Source: an optimization exercise on an open RTL-to-GDS flow (aim: small area, a short achievable clock period and few clock cycles per item). Production flows keep margins and buffers that such runs may drop. In this exercise RTL edits were held to simulation tests only and were not proved equivalent to the original. Power figures rest on the tool's default switching activity, not on a simulated workload.

--- run.sh ---
#!/bin/bash
# synth_recipe.tcl (not shown) runs the flow's synth.tcl, then flattens the netlist and writes it again
# the make line also repeats each setting of config.mk as NAME=value (left out here)
make -C /OpenROAD-flow-scripts/flow DESIGN_CONFIG=/design/flow/config.mk WORK_HOME=/design/flow/orfs CLKGATE_MAP_FILE= SYNTH_SCRIPT=/design/flow/synth_recipe.tcl finish
--- config.mk ---
export PLATFORM = sky130hd
export DESIGN_NAME = top_n_min_heap_tracker_top
export DESIGN_NICKNAME = top_n_min_heap_tracker_top
export VERILOG_FILES = /design/flow/design.v
export SDC_FILE = /design/flow/constraint.sdc
export NUM_CORES = 4
export LEC_CHECK = 0
export CAP_MARGIN = 20
export CORE_MARGIN = 2
export CORE_UTILIZATION = 40
export SETUP_SLACK_MARGIN = 0.5
export SLEW_MARGIN = 20
--- constraint.sdc ---
create_clock -name core_clock -period 11.0 [get_ports {clk}]
set_input_delay 2.2000 -clock core_clock [delete_from_list [all_inputs] [get_ports {clk}]]
set_output_delay 2.2000 -clock core_clock [all_outputs]
set_load 0.01 [all_outputs]
--- design.v ---
`timescale 1ns / 1ps
package tnmh_pkg;
  localparam int unsigned ValueW = 32;
  localparam int unsigned TimeW  = 64;
  localparam int unsigned EntryW = ValueW + TimeW;
endpackage
`timescale 1ns / 1ps
module tnmh_cell (
  input  logic [tnmh_pkg::EntryW-1:0] l,
  input  logic [tnmh_pkg::EntryW-1:0] r,
  output logic                        sel_r
);
  localparam int unsigned TW = tnmh_pkg::TimeW;
  localparam int unsigned EW = tnmh_pkg::EntryW;
  always_comb begin
    if (l[EW-1:TW] == r[EW-1:TW]) sel_r = !(l[TW-1:0] > r[TW-1:0]);
    else                          sel_r = r[EW-1:TW] < l[EW-1:TW];
  end
endmodule
`timescale 1ns / 1ps
module top_n_min_heap_tracker_top #(
  parameter int unsigned TOP_COUNT = 32
) (
  input  logic        clk,
  input  logic        rst_n,
  input  logic        in_valid,
  output logic        in_ready,
  input  logic [31:0] in_sample_value,
  input  logic [63:0] in_sample_time,
  output logic        out_valid,
  input  logic        out_ready,
  output logic        out_accepted,
  output logic [31:0] out_evicted_value,
  output logic [63:0] out_evicted_time,
  output logic [31:0] out_min_value,
  output logic [63:0] out_min_time
);
  localparam int unsigned W  = tnmh_pkg::EntryW;
  localparam int unsigned TW = tnmh_pkg::TimeW;
  localparam int unsigned NN = 32;
  logic [NN*W-1:0] nq;
  logic [NN:1]     nv;
  logic [15:1]     sel;    
  logic [NN*W-1:0] nwd;
  logic [NN:1]     nwe;
  logic [15:1]     sel_d;
  logic [15:1]     sel_we;
  logic [W-1:0] h_q;
  logic         h_v;
  logic         o_v;
  logic         acc_q;
  logic [W-1:0] ev_q;
  logic [4:1]     tv;
  logic [4*4-1:0] tp;
  logic [4*W-1:0] ts;
  logic [4*W-1:0] tsib;
  logic [4:1]     ntv;
  logic [4*4-1:0] ntp;
  logic [4*W-1:0] nts;
  logic [4*W-1:0] ntsib;
  logic fire;
  logic [W-1:0] root, r_l, r_r, r_c, r_o;
  logic         acc, r_sw;
  assign root = nq[0 +: W] & {W{nv[1]}};
  assign r_l  = nq[1*W +: W] & {W{nv[2]}};
  assign r_r  = nq[2*W +: W] & {W{nv[3]}};
  assign r_c  = sel[1] ? r_r : r_l;
  assign r_o  = sel[1] ? r_l : r_r;
  assign acc  = !(h_q[W-1:TW] < root[W-1:TW]);
  assign r_sw = acc && !(h_q[W-1:TW] < r_c[W-1:TW]);
  assign fire = h_v && !o_v;
  assign nwe[1]        = fire && acc;
  assign nwd[0 +: W]   = r_sw ? r_c : h_q;
  assign ntv[1]        = fire && r_sw;
  assign ntp[0 +: 4]   = {3'b000, sel[1]};
  assign nts[0 +: W]   = h_q;
  assign ntsib[0 +: W] = r_o;
  for (genvar k = 1; k <= 3; k++) begin : g_lvl
    localparam int unsigned B = 1 << k;
    logic [k-1:0] pos;
    logic [W-1:0] s, sib, cl, cr, c, o, x;
    logic         sp, sw, left, sel_c, sel_s;
    assign pos  = tp[(k-1)*4 +: k];
    assign left = !pos[0];
    if (k == 1) begin : g_s1
      assign s   = h_q;
      assign sib = pos[0] ? (nq[1*W +: W] & {W{nv[2]}}) : (nq[2*W +: W] & {W{nv[3]}});
    end else begin : g_sk
      assign s   = ts[(k-1)*W +: W];
      assign sib = tsib[(k-1)*W +: W];
    end
    always_comb begin
      cl = '0;
      cr = '0;
      sp = 1'b0;
      for (int j = 0; j < B; j++) begin
        cl = cl | ({W{(pos == j) && nv[2*B + 2*j]}} & nq[(2*B + 2*j - 1)*W +: W]);
        cr = cr | ({W{(pos == j) && nv[2*B + 2*j + 1]}} & nq[(2*B + 2*j)*W +: W]);
        sp = sp | ((pos == j) && sel[B + j]);
      end
    end
    assign c  = sp ? cr : cl;
    assign o  = sp ? cl : cr;
    assign sw = !(s[W-1:TW] < c[W-1:TW]);
    assign x  = sw ? c : s;
    assign sel_c = (c[W-1:TW] == sib[W-1:TW])
                 ? (left ? !(c[TW-1:0] > sib[TW-1:0]) : !(sib[TW-1:0] > c[TW-1:0]))
                 : ((c[W-1:TW] < sib[W-1:TW]) ^ left);
    assign sel_s = (s[W-1:TW] == sib[W-1:TW])
                 ? (left ? !(s[TW-1:0] > sib[TW-1:0]) : !(sib[TW-1:0] > s[TW-1:0]))
                 : ((s[W-1:TW] < sib[W-1:TW]) ^ left);
    for (genvar j = 0; j < B; j++) begin : g_wr
      assign nwe[B + j]             = tv[k] && (pos == j);
      assign nwd[(B + j - 1)*W +: W] = x;
    end
    for (genvar j = 0; j < B/2; j++) begin : g_sel
      if (k == 1) begin : g_w1
        assign sel_we[B/2 + j] = tv[k];
      end else begin : g_wk
        assign sel_we[B/2 + j] = tv[k] && (pos[k-1:(k>1?1:0)] == j);
      end
      assign sel_d[B/2 + j]  = sw ? sel_c : sel_s;
    end
    assign ntv[k+1]           = tv[k] && sw;
    assign ntp[k*4 +: 4]      = 4'({pos, sp});
    assign nts[k*W +: W]      = s;
    assign ntsib[k*W +: W]    = o;
  end
  logic [3:0]   l4_pos;
  logic [W-1:0] l4_s, l4_sib, l4_c, l4_x;
  logic         l4_sw, l4_left, l4_sel_c, l4_sel_s;
  assign l4_pos   = tp[12 +: 4];
  assign l4_left  = !l4_pos[0];
  assign l4_s     = ts[3*W +: W];
  assign l4_sib   = tsib[3*W +: W];
  assign l4_c     = nq[31*W +: W] & {W{nv[32]}};
  assign l4_sw    = (l4_pos == 4'd0) && !(l4_s[W-1:TW] < l4_c[W-1:TW]);
  assign l4_x     = l4_sw ? l4_c : l4_s;
  assign l4_sel_c = (l4_c[W-1:TW] == l4_sib[W-1:TW]) ? !(l4_c[TW-1:0] > l4_sib[TW-1:0])
                                                     : !(l4_c[W-1:TW] < l4_sib[W-1:TW]);
  assign l4_sel_s = (l4_s[W-1:TW] == l4_sib[W-1:TW])
                  ? (l4_left ? !(l4_s[TW-1:0] > l4_sib[TW-1:0]) : !(l4_sib[TW-1:0] > l4_s[TW-1:0]))
                  : ((l4_s[W-1:TW] < l4_sib[W-1:TW]) ^ l4_left);
  for (genvar j = 0; j < 16; j++) begin : g_wr4
    assign nwe[16 + j]              = tv[4] && (l4_pos == j);
    assign nwd[(16 + j - 1)*W +: W] = l4_x;
  end
  for (genvar j = 0; j < 8; j++) begin : g_sel4
    assign sel_we[8 + j] = tv[4] && (l4_pos[3:1] == j);
    assign sel_d[8 + j]  = l4_sw ? l4_sel_c : l4_sel_s;
  end
  assign nwe[32]          = tv[4] && l4_sw;
  assign nwd[31*W +: W]   = l4_s;
  for (genvar n = 1; n <= NN; n++) begin : g_node
    always_ff @(posedge clk) begin
      if (nwe[n]) nq[(n-1)*W +: W] <= nwd[(n-1)*W +: W];
      if (!rst_n) nv[n] <= 1'b0;
      else if (nwe[n]) nv[n] <= 1'b1;
    end
  end
  for (genvar q = 1; q <= 15; q++) begin : g_selq
    always_ff @(posedge clk) begin
      if (!rst_n) sel[q] <= 1'b1;
      else if (sel_we[q]) sel[q] <= sel_d[q];
    end
  end
  always_ff @(posedge clk) begin
    if (!rst_n) begin
      h_v <= 1'b0;
      o_v <= 1'b0;
      tv  <= '0;
    end else begin
      if (in_valid && !h_v) h_v <= 1'b1;
      else if (fire) h_v <= 1'b0;
      if (fire) o_v <= 1'b1;
      else if (out_ready) o_v <= 1'b0;
      tv <= ntv;
    end
    if (in_valid && !h_v) h_q <= {~in_sample_value[31], in_sample_value[30:0], in_sample_time};
    if (fire) begin
      acc_q <= acc;
      ev_q  <= acc ? {~root[W-1], root[W-2:0]} : '0;
    end
    tp    <= ntp;
    ts    <= nts;
    tsib  <= ntsib;
  end
  assign in_ready          = !h_v;
  assign out_valid         = o_v;
  assign out_accepted      = acc_q;
  assign out_evicted_value = ev_q[W-1:TW];
  assign out_evicted_time  = ev_q[TW-1:0];
  assign out_min_value     = {~root[W-1], root[W-2:TW]};
  assign out_min_time      = root[TW-1:0];
endmodule
==> summary.txt <==
WL final around 470 mm; Synth Register Bits just under 4000; Worst Hold Path EP ts[225]$_DFF_P_; Longest Clk Path Bufs 4; Hold Crit Depth 0; hold_sp ts[129]$_DFF_P_; Max VDD drop 0.160 mV; CTS hold repair buffers 0; critical path launch point type flop; Post-CTS Setup Repair Bufs 0; CTS tree built; met3 WL 41.6 mm; setup slack, reg-to-reg 4.17 ns; share of the synthesized area in the top cell type 0.598; Mapped Avg Cell Area ~14 µm²; Pins Over Slew Limit 0; post-cts sizing count 0; H-tree Lvls 5; cell count after synthesis 11700; clk root buf clkbuf_16; syn_nets between 10000 and 15000; HPWL after DPL between 200 and 300 mm; Seq/Total Area, Yosys 0.676; leading area contributor after synthesis edfxtp_1; Total GRT Usage 0.219; Synth warnings 1; Achievable Freq 0.146 GHz; P_leak between 60 and 70 nW; crit-path cells buf_4, and4b_4, buf_4, buf_4, a22oi_1, nand4_1, mux2i_1, ha_1, nand4_1, nor3_1, o31a_1, o21ai_0, a31oi_1, xnor2_1, o32ai_1, mux2i_1; crit path capture type flop; first-pass GRT wire length ~700 mm; placed insts approximately 17000; metal2 WL 210 mm; clk sinks 3904; first drt pass iteration count 6; Routed wire per std cell between 20 and 30 µm; Ports between 200 and 300; Pwr per Cell Area between 150 and 200 nW/µm²; Hold Path Class flop to flop; post-route insts no fill about 18000; Most common cell on crit path buf_4; Highest Signal Layer met5; final setup vio count 0; die height 644 µm; vias in the first global route roughly 100k; final setup TNS 0 ns; most frequent cell after synthesis edfxtp_1; Setup CP Type flop to flop; r2r startpoint tp[8]$_DFF_P_; RSZ-0062 raised after global routing false; Slew headroom 0.128; Hold Slack about 0.36 ns; CORE AREA 409000 µm²; Max Clock Skew 0.0394 ns; Fin. Hold Viols 0; Period minus WS final just under 7 ns; nets approximately 13000; Netlist cell types just under 80; Synth async-reset ratio 0; Critical Path Fanout Max 37; Data arrival, critical path between 7 and 8 ns; CP max stage delay 0.84 ns; FILL cells around 35000; Post-synth top cells 3265 x edfxtp_1, 1164 x a22oi_1, 954 x ha_1; Via density approximately 5.8; input/output buffers 294; via count just over 100k; WL met1 roughly 200 mm; Mapped Area roughly 160000 µm²; reg2reg end sel[4]$_SDFFE_PN1P_; max_cap viols 0; DRC Markers 0; DR iter-0 viols approximately 11000; synth top area cells edfxtp_1 60%, dfxtp_1 7.8%, ha_1 7.3%; ys flop type edfxtp_1; grt ovf 0; die footprint 415000 µm²; Critical-path top delay cell nor3_1; worst r2r path cells 16; worst skew pair latency about 0.96 ns; Num CTS Buffers approximately 380; crit share post-route 0.621; gpl congestion 0.900; status finished clean; worst path required time between 10 and 15 ns; die width approximately 640 µm; Post-synth EDFFs ~3300; Rows between 200 and 250; share of layout cells above drive strength 1 0.0850; antenna violations before repair 14; largest net degree at the start of global routing approximately 190; antenna-violating nets left 0; Layout area overhead 13.9%; Initial Util 0.401; measured slew at the worst slew-check pin ~1.3 ns; Reg clk slew, reported paths 0.06 ns
==> layout make-up <==
type,instances,area (µm²),area share
Sequential cell,3904,111000,0.594
Multi-Input combinational cell,6613,49200,0.264
Clock buffer,488,10400,0.0559
Tap cell,5451,6820,0.0365
Timing Repair Buffer,463,4420,0.0237
Clock inverter,227,2610,0.0140
Inverter,618,2330,0.0125
Antenna cell,12,30.0,0.000161
==> kinds of logic (layout without fill, tap and decap cells) <==
kind of cell | after synthesis | after routing | synth area share
simple gates | 2300 | 2300 | 0.0666
mux | 653 | 653 | 0.0428
compound gates | 2704 | 2704 | 0.114
other cells | 0 | 12 | 0
xor+xnor | 2 | 2 | 0.000107
buf+inv | 1210 | 1796 | 0.0280
flops | 3904 | 3904 | 0.676
fa+ha+maj | 954 | 954 | 0.0728
==> report_power, final <==
| part | internal [W] | leakage [nW] | switching (W) |
|---|---|---|---|
| Sequential | 0.0162 | 34.9 | 0.000191 |
| Combinational | 0.000419 | 27.5 | 0.000812 |
| Clock | 0.00792 | 6.36 | 0.00566 |
| Total | 0.0245 | 68.8 | 0.00666 |
==> layout by cell type (no fill, tap or decap), types with 198 or more instances in the layout <==
| cell type | Yosys | layout |
|---|---|---|
| nand4_1 | 350 | 350 |
| inv_1 | 613 | 613 |
| nand2_1 | 741 | 741 |
| nor2_1 | 607 | 588 |
| and2_1 | 205 | 198 |
| edfxtp_1 | 3265 | 3265 |
| clkbuf_16 | 0 | 391 |
| mux2i_1 | 300 | 292 |
| o21ai_1 | 253 | 222 |
| a21oi_1 | 417 | 417 |
| dfxtp_1 | 639 | 634 |
| ha_1 | 954 | 954 |
| a22oi_1 | 1164 | 1164 |
| clkdlybuf4s50_1 | 0 | 294 |
| mux2_1 | 215 | 215 |
==> critical path, delay by kind of cell, from the launching register on <==
family                     cells  cell delay [ns]
and+or+nand+nor                4             1.97
buffers and inverters          3             1.71
AOI/OAI and AO/OA              5             1.64
adders and majority gates      1             0.43
muxes                          2             0.38
DFF                            1             0.30
xor gates and xnor gates       1             0.13
==> sequential cells by signal, indices dropped and copies added, names as in the netlist <==
name / cells
ev_q: 96
sel: 15
acc_q: 1
ts: 288
h_v: 1
nq: 3072
nv: 32
h_q: 96
tp: 10
tv: 4
tsib: 288
o_v: 1
==> per-stage QoR <==
stage,setup slack [ns],instance area [µm²],utilization,power [W]
floorplan,0.995,164000,-,0.0174
global route,3.90,187000,0.457,0.0321
finish,4.17,187000,0.457,0.0312
detailed placement,4.20,174000,0.424,0.0179
global placement,3.96,173000,0.424,0.0179
CTS,4.19,187000,0.456,0.0314
==> how the worst max path moves through the flow <==
| stage | startpoint | endpoint |
|---|---|---|
| after floorplan | tp[13]$_DFF_P_ | sel[8]$_SDFFE_PN1P_ |
| after global routing | tp[8]$_DFF_P_ | nq[1102]$_DFFE_PP_ |
| final | tp[8]$_DFF_P_ | sel[4]$_SDFFE_PN1P_ |
| after detailed placement | tp[8]$_DFF_P_ | sel[4]$_SDFFE_PN1P_ |
| after CTS | tp[8]$_DFF_P_ | sel[4]$_SDFFE_PN1P_ |
| after global placement | tp[4]$_DFF_P_ | sel[2]$_SDFFE_PN1P_ |
==> metal layers <==
layer,vias up,track usage
li1,45800,-
met1,51500,0.311
met2,4569,0.343
met3,658,0.0404
met4,4,0.0579
met5,-,0
Testbench counts, summed over its fixed seeds: cycles 6,416, items 3,200.

-- re-timing with driven ports --
The results above use ideal ports. As a check the final layout listed here was re-extracted and re-timed, cells and wires unchanged. Step 1, drivers: a clkbuf_16 drives clk and a buf_2 each remaining input, both assumed. Step 2 adds t to the input delays and takes it off the output delays; t is the mean of the earliest and latest rising clock arrival at the registers after step 1. Input paths then give back, and output paths get back, about the clock's delay inside the block. Slacks: ideal / step 1 / step 2; pairs: ideal / step 1.
shift t [ns]: 1.052
setup WS [ns]: 4.171 / 4.171 / 4.171
clock arrival spread, ns: 0.043 / 0.042
After both steps setup and hold are still met in this run. For this run, drivers alone change the setup slack by 0.000 ns; drivers and shift together by 0.000 ns.
